Background: an optimization exercise with open tools, aiming at small area and a short achievable clock period. Do not read the settings as production practice. RTL that was checked went through simulation tests only; none was proved equivalent to the original.

## job 1485
==> flow/design.v (excerpt) <==
module yuv_to_rgb_core (
	input  logic                CLOCK_50_I,
	input  logic                resetn,
	input  logic                pair_strobe,
	input  pixel_pkg::sample_t  y_even,
	input  pixel_pkg::sample_t  y_odd,
	input  pixel_pkg::sample_t  u_in,
	input  pixel_pkg::sample_t  v_in,
	output logic                rgb_strobe,
	output pixel_pkg::channel_t r_even,
	output pixel_pkg::channel_t g_even,
	output pixel_pkg::channel_t b_even,
	output pixel_pkg::channel_t r_odd,
	output pixel_pkg::channel_t g_odd,
	output pixel_pkg::channel_t b_odd
);
Size: about 2900 cells after synthesis.
export LEC_CHECK = 0
export ABC_AREA = 1
export CAP_MARGIN = 20
export CORE_MARGIN = 2
export CORE_UTILIZATION = 40
export SLEW_MARGIN = 20
create_clock -name core_clock -period 11.5 [get_ports {CLOCK_50_I}]
standard.sh (not shown) runs the stock make flow with config.mk's settings and CLKGATE_MAP_FILE= SYNTH_SCRIPT=/design/flow/synth_recipe.tcl, a recipe that flattens the netlist after the stock synthesis.
==> flow/flow/run.sh <==
#!/bin/bash
# Standard layout, with one extra step between synthesis and floorplan:
# flow/polarity.py re-polarises the full-adder cells of the standard
# synthesis netlist to drop the inverters synthesis leaves between them.
# Each tool's output goes to a log of its own in this folder.
set -e
R=orfs/results/$FLOW_PLATFORM/yuv_to_rgb_core/base
bash standard.sh synth > 1_synth_std.log 2>&1
cp $R/1_2_yosys.v 1_2_yosys_std.v
python3 flow/polarity.py 1_2_yosys_std.v $R/1_2_yosys.v > polarity.log 2>&1
export SETUP_SLACK_MARGIN=8.2
# Port buffers: a plain buffer rather than the delay cell buffer_ports picks
export BUFFER_PORTS_ARGS="-buffer_cell sky130_fd_sc_hd__buf_2"
bash standard.sh finish > finish.log 2>&1
Other scripts of this flow, unchanged in this note and not shown: flow/flow/polarity.py
Setup changes, job 1485 to job 3572
Settings: CTS_BUF_LIST: unset -> sky130_fd_sc_hd__clkbuf_8.
diff --git a/flow/flow/run.sh b/flow/flow/run.sh
--- a/flow/flow/run.sh
+++ b/flow/flow/run.sh
@@ -10,3 +10,3 @@
 python3 flow/polarity.py 1_2_yosys_std.v $R/1_2_yosys.v > polarity.log 2>&1
-export SETUP_SLACK_MARGIN=8.2
+export SETUP_SLACK_MARGIN=7.9
 # Port buffers: a plain buffer rather than the delay cell buffer_ports picks
Notes after the runs:
- Delta (job 3572 minus job 1485): count of clock-buffer cells in the layout higher; area used by multi-input combinational logic lower; met3 wirelength from detailed routing lower.
Changes in job 6276 relative to job 3572:
Settings: removing CTS_BUF_LIST (formerly sky130_fd_sc_hd__clkbuf_8).
==> comparison <==
- Sort job 6276 and job 3572 by count of clock-buffer cells in the layout asc -> top: job 6276
- Between job 6276 and job 3572, the number of nets in the layout is higher for job 3572.
- Job 3572 has a lower minimum period implied by the final worst setup slack than job 6276.
- On ratio of final minimum period to clock period: job 6276 sits above job 3572.
- From job 6276 to job 3572, cell area after technology mapping did not move at all.
- Job 6276 | stages: all done | timing, DRC, antenna: all pass
No run of this note included a check of the RTL's function; only the layout flow was run.

========
yuv_to_rgb_core, a different RTL version from the one above (not shown whole).
For scale: roughly 30000 sq um of cells after synthesis.
Design yuv_to_rgb_core, start of the top module:
module yuv_to_rgb_core (
	input  logic                CLOCK_50_I,
	input  logic                resetn,
	input  logic                pair_strobe,
	input  pixel_pkg::sample_t  y_even,
	input  pixel_pkg::sample_t  y_odd,
	input  pixel_pkg::sample_t  u_in,
	input  pixel_pkg::sample_t  v_in,
	output logic                rgb_strobe,
	output pixel_pkg::channel_t r_even,
	output pixel_pkg::channel_t g_even,
	output pixel_pkg::channel_t b_even,
	output pixel_pkg::channel_t r_odd,
	output pixel_pkg::channel_t g_odd,
	output pixel_pkg::channel_t b_odd
);
Settings: LEC_CHECK=0, ABC_AREA=1, CAP_MARGIN=20, CORE_MARGIN=2, CORE_UTILIZATION=55, CTS_BUF_LIST=sky130_fd_sc_hd__clkbuf_8, PLACE_DENSITY=0.7, SLEW_MARGIN=20; clock period 11.5 ns.
==> flow/flow/run.sh <==
#!/bin/bash
# Standard layout, with one extra step between synthesis and floorplan:
# flow/polarity.py re-polarises the full-adder cells of the standard
# synthesis netlist to drop the inverters synthesis leaves between them.
# Each tool's output goes to a log of its own in this folder.
set -e
R=orfs/results/$FLOW_PLATFORM/yuv_to_rgb_core/base
bash standard.sh synth > 1_synth_std.log 2>&1
cp $R/1_2_yosys.v 1_2_yosys_std.v
python3 flow/polarity.py 1_2_yosys_std.v $R/1_2_yosys.v > polarity.log 2>&1
export SETUP_SLACK_MARGIN=7.9
# Port buffers: a plain buffer rather than the delay cell buffer_ports picks
export BUFFER_PORTS_ARGS="-buffer_cell sky130_fd_sc_hd__buf_2"
bash standard.sh finish > finish.log 2>&1
Other scripts of this flow, unchanged in this note and not shown: flow/flow/polarity.py
The baseline passed the timing, DRC and antenna checks.
Rerun with:
--- a/flow/flow/run.sh
+++ b/flow/flow/run.sh
@@ -11,2 +11,3 @@
 export SETUP_SLACK_MARGIN=7.9
+export RECOVER_POWER=100
 # Port buffers: a plain buffer rather than the delay cell buffer_ports picks
- CORE_UTILIZATION: 55 -> 40
- PLACE_DENSITY: 0.7 -> not set
The new run reached the layout checks and failed them: max-capacitance violations, max-slew violations.
Cell area barely changes.
Clock-buffer cell count increases by 7.
Setup slack got worse by 1600 ps.
Synthesized area is unchanged.
Fmax fell by 30%.
Wire length went down by about 3%.
Via count fell by about 3.7%.
Core utilization fell by 18 points.
Rerun with:
--- a/flow/flow/run.sh
+++ b/flow/flow/run.sh
@@ -10,4 +10,3 @@
 python3 flow/polarity.py 1_2_yosys_std.v $R/1_2_yosys.v > polarity.log 2>&1
-export SETUP_SLACK_MARGIN=7.9
-export RECOVER_POWER=100
+export SETUP_SLACK_MARGIN=8.1
 # Port buffers: a plain buffer rather than the delay cell buffer_ports picks
With this change the flow completed without violations; count of clock-buffer cells in the layout went down by 2; setup slack improves by 1500 ps; via count is lower by 1.2%; clock skew drops by 5.4 ps; non-clock buffer count fell by 19.
Rerun with:
--- a/flow/flow/run.sh
+++ b/flow/flow/run.sh
@@ -10,3 +10,3 @@
 python3 flow/polarity.py 1_2_yosys_std.v $R/1_2_yosys.v > polarity.log 2>&1
-export SETUP_SLACK_MARGIN=8.1
+export SETUP_SLACK_MARGIN=7.9
 # Port buffers: a plain buffer rather than the delay cell buffer_ports picks
- CTS_CLUSTER_DIAMETER: not set -> 60
- CTS_CLUSTER_SIZE: not set -> 25
Sequential share of layout area is higher by 0.45 points. Core utilization is lower by 1.0 points. Area after synthesis is unchanged. Register-to-register slack gets better by 96 ps.

========
oak:
yuv_to_rgb_core, a different RTL version from the one above (not shown whole).
For scale: ~2900 cells after synthesis, ~84 I/O pins.
Design yuv_to_rgb_core, start of the top module:
module yuv_to_rgb_core (
	input  logic                CLOCK_50_I,
	input  logic                resetn,
	input  logic                pair_strobe,
	input  pixel_pkg::sample_t  y_even,
	input  pixel_pkg::sample_t  y_odd,
	input  pixel_pkg::sample_t  u_in,
	input  pixel_pkg::sample_t  v_in,
	output logic                rgb_strobe,
	output pixel_pkg::channel_t r_even,
	output pixel_pkg::channel_t g_even,
	output pixel_pkg::channel_t b_even,
	output pixel_pkg::channel_t r_odd,
	output pixel_pkg::channel_t g_odd,
	output pixel_pkg::channel_t b_odd
);
clock: 11.5 ns
lec_check: 0
abc_area: 1
cap_margin: 20
core_margin: 2
core_utilization: 40
slew_margin: 20
==> flow/flow/run.sh <==
#!/bin/bash
# Standard layout, with one extra step between synthesis and floorplan:
# flow/polarity.py re-polarises the full-adder cells of the standard
# synthesis netlist to drop the inverters synthesis leaves between them.
# Each tool's output goes to a log of its own in this folder.
set -e
R=orfs/results/$FLOW_PLATFORM/yuv_to_rgb_core/base
bash standard.sh synth > 1_synth_std.log 2>&1
cp $R/1_2_yosys.v 1_2_yosys_std.v
python3 flow/polarity.py 1_2_yosys_std.v $R/1_2_yosys.v > polarity.log 2>&1
export SETUP_SLACK_MARGIN=8.0
bash standard.sh finish > finish.log 2>&1
Other scripts of this flow, unchanged in this note and not shown: flow/flow/polarity.py
oak: full flow OK, the timing, DRC and antenna checks passed
The inputs of pine differ from those of oak as listed below.
--- a/flow/flow/run.sh
+++ b/flow/flow/run.sh
@@ -11 +11,3 @@
-export SETUP_SLACK_MARGIN=8.0
+export SETUP_SLACK_MARGIN=7.7
+# Port buffers: a plain buffer rather than the delay cell buffer_ports picks
+export BUFFER_PORTS_ARGS="-buffer_cell sky130_fd_sc_hd__buf_2"
==> summary.txt <==
- The worst setup path endpoint comes out g_odd[0]$_DFF_P_ in one run and g_odd[2]$_DFF_P_ in the other, namely in oak and pine respectively.
- pine against oak: post-layout worst setup margin lost 0.026 ns, number of cells on the worst hold path held.
- From oak to pine the numbers moved as follows: number of non-filler instances in the completed layout now sits lower; peak clock frequency supported by timing now sits lower; setup slack of the worst register-to-register path now sits lower.

========
## the reference run
yuv_to_rgb_core, a different RTL version from the one above (not shown whole).
Size: about 2,900 cells after synthesis, about 84 I/O pins.
Design yuv_to_rgb_core, start of the top module:
module yuv_to_rgb_core (
	input  logic                CLOCK_50_I,
	input  logic                resetn,
	input  logic                pair_strobe,
	input  pixel_pkg::sample_t  y_even,
	input  pixel_pkg::sample_t  y_odd,
	input  pixel_pkg::sample_t  u_in,
	input  pixel_pkg::sample_t  v_in,
	output logic                rgb_strobe,
	output pixel_pkg::channel_t r_even,
	output pixel_pkg::channel_t g_even,
	output pixel_pkg::channel_t b_even,
	output pixel_pkg::channel_t r_odd,
	output pixel_pkg::channel_t g_odd,
	output pixel_pkg::channel_t b_odd
);
Settings: LEC_CHECK=0, ABC_AREA=1, CAP_MARGIN=20, CORE_MARGIN=2, CORE_UTILIZATION=40, SLEW_MARGIN=20; clock period 11.5 ns.
==> flow/flow/run.sh <==
#!/bin/bash
# Standard layout, with one extra step between synthesis and floorplan:
# flow/polarity.py re-polarises the full-adder cells of the standard
# synthesis netlist to drop the inverters synthesis leaves between them.
# Each tool's output goes to a log of its own in this folder.
set -e
R=orfs/results/$FLOW_PLATFORM/yuv_to_rgb_core/base
bash standard.sh synth > 1_synth_std.log 2>&1
cp $R/1_2_yosys.v 1_2_yosys_std.v
python3 flow/polarity.py 1_2_yosys_std.v $R/1_2_yosys.v > polarity.log 2>&1
export SETUP_SLACK_MARGIN=8.0
# Port buffers: a plain buffer rather than the delay cell buffer_ports picks
export BUFFER_PORTS_ARGS="-buffer_cell sky130_fd_sc_hd__buf_2"
bash standard.sh finish > finish.log 2>&1
Other scripts of this flow, unchanged in this note and not shown: flow/flow/polarity.py
The reference run completed every stage of the flow, and the final layout passed the timing, DRC and antenna checks.
--- input diff the reference run..the trial run ---
-- flow/flow/run.sh --
<<< the reference run, line 9
cp $R/1_2_yosys.v 1_2_yosys_std.v
python3 flow/polarity.py 1_2_yosys_std.v $R/1_2_yosys.v > polarity.log 2>&1
export SETUP_SLACK_MARGIN=8.0
# Port buffers: a plain buffer rather than the delay cell buffer_ports picks
export BUFFER_PORTS_ARGS="-buffer_cell sky130_fd_sc_hd__buf_2"
>>> the trial run, line 9
cp $R/1_2_yosys.v 1_2_yosys_std.v
python3 flow/polarity.py 1_2_yosys_std.v $R/1_2_yosys.v > polarity.log 2>&1
export SETUP_SLACK_MARGIN=8.2
# Port buffers: a plain buffer rather than the delay cell buffer_ports picks
export BUFFER_PORTS_ARGS="-buffer_cell sky130_fd_sc_hd__buf_2"
==> summary.txt <==
- The trial run vs. the reference run: final worst setup slack went up by 0.076 ns, total number of vias was more or less identical, non-filler instance count after layout went up by 23, finished layout cell area went up by 1.1%, multi-input logic cell count was more or less identical.
- Delay of the slowest cell on the worst path delta for the trial run relative to the reference run: 0.05 ns higher
- Looking at worst setup path endpoint, the g_even[0] result is from the reference run; the g_odd[0] one comes from the trial run.
Function was not checked in any run of this note: the RTL went through the layout flow alone.

[afterwards: timing with drivers on the ports]
No port has a modelled driver above. Below, the same layouts with a new extraction and two added sets of constraints.
Step 1, drivers: a clkbuf_16 drives CLOCK_50_I and a buf_2 each remaining input, both assumed.
Step 2 adds t to the input delays and takes it off the output delays; t is the mean of the earliest and latest rising clock arrival at the registers after step 1. Input paths then give back, and output paths get back, about the clock's delay inside the block.
Slacks: no drivers / after step 1 / after step 2; pairs: no drivers / after step 1.
| run | t (ns) | setup WS [ns] | hold slack, ns | worst setup path at the end | worst register clock-pin slew, ns |
|---|---|---|---|---|---|
| job 1485 | 0.635 | 7.792 / 7.792 / 7.792 | 0.340 / 0.340 / 0.340 | register to register | 0.07 / 0.07 |
| job 3572 | 0.694 | 7.792 / 7.792 / 7.742 | 0.335 / 0.335 / 0.335 | input to register | 0.07 / 0.07 |
| job 6276 | 0.643 | 7.728 / 7.728 / 7.728 | 0.339 / 0.339 / 0.339 | register to register | 0.07 / 0.07 |
| the first run of note 2 | 0.722 | 7.824 / 7.824 / 7.560 | 0.338 / 0.338 / 0.338 | input to register | 0.07 / 0.07 |
| the second run of note 2 | 0.708 | 6.259 / 6.259 / 6.259 | 0.329 / 0.329 / 0.329 | register to register | 0.07 / 0.07 |
| the third run of note 2 | 0.688 | 7.746 / 7.746 / 7.690 | 0.318 / 0.318 / 0.318 | input to register | 0.07 / 0.07 |
| the fourth run of note 2 | 0.705 | 7.842 / 7.842 / 7.588 | 0.327 / 0.327 / 0.327 | input to register | 0.12 / 0.12 |
| oak | 0.647 | 7.634 / 7.634 / 7.517 | 0.331 / 0.331 / 0.331 | input to register | 0.07 / 0.07 |
| pine | 0.641 | 7.609 / 7.609 / 7.609 | 0.334 / 0.334 / 0.334 | register to register | 0.07 / 0.07 |
| the reference run | 0.663 | 7.782 / 7.782 / 7.643 | 0.334 / 0.334 / 0.334 | input to register | 0.07 / 0.07 |
| the trial run | 0.657 | 7.858 / 7.858 / 7.783 | 0.338 / 0.338 / 0.338 | input to register | 0.07 / 0.07 |
The setup slack of the first run of note 2, which loses most, moves by 0.000 ns with the drivers and by -0.264 ns with both steps.
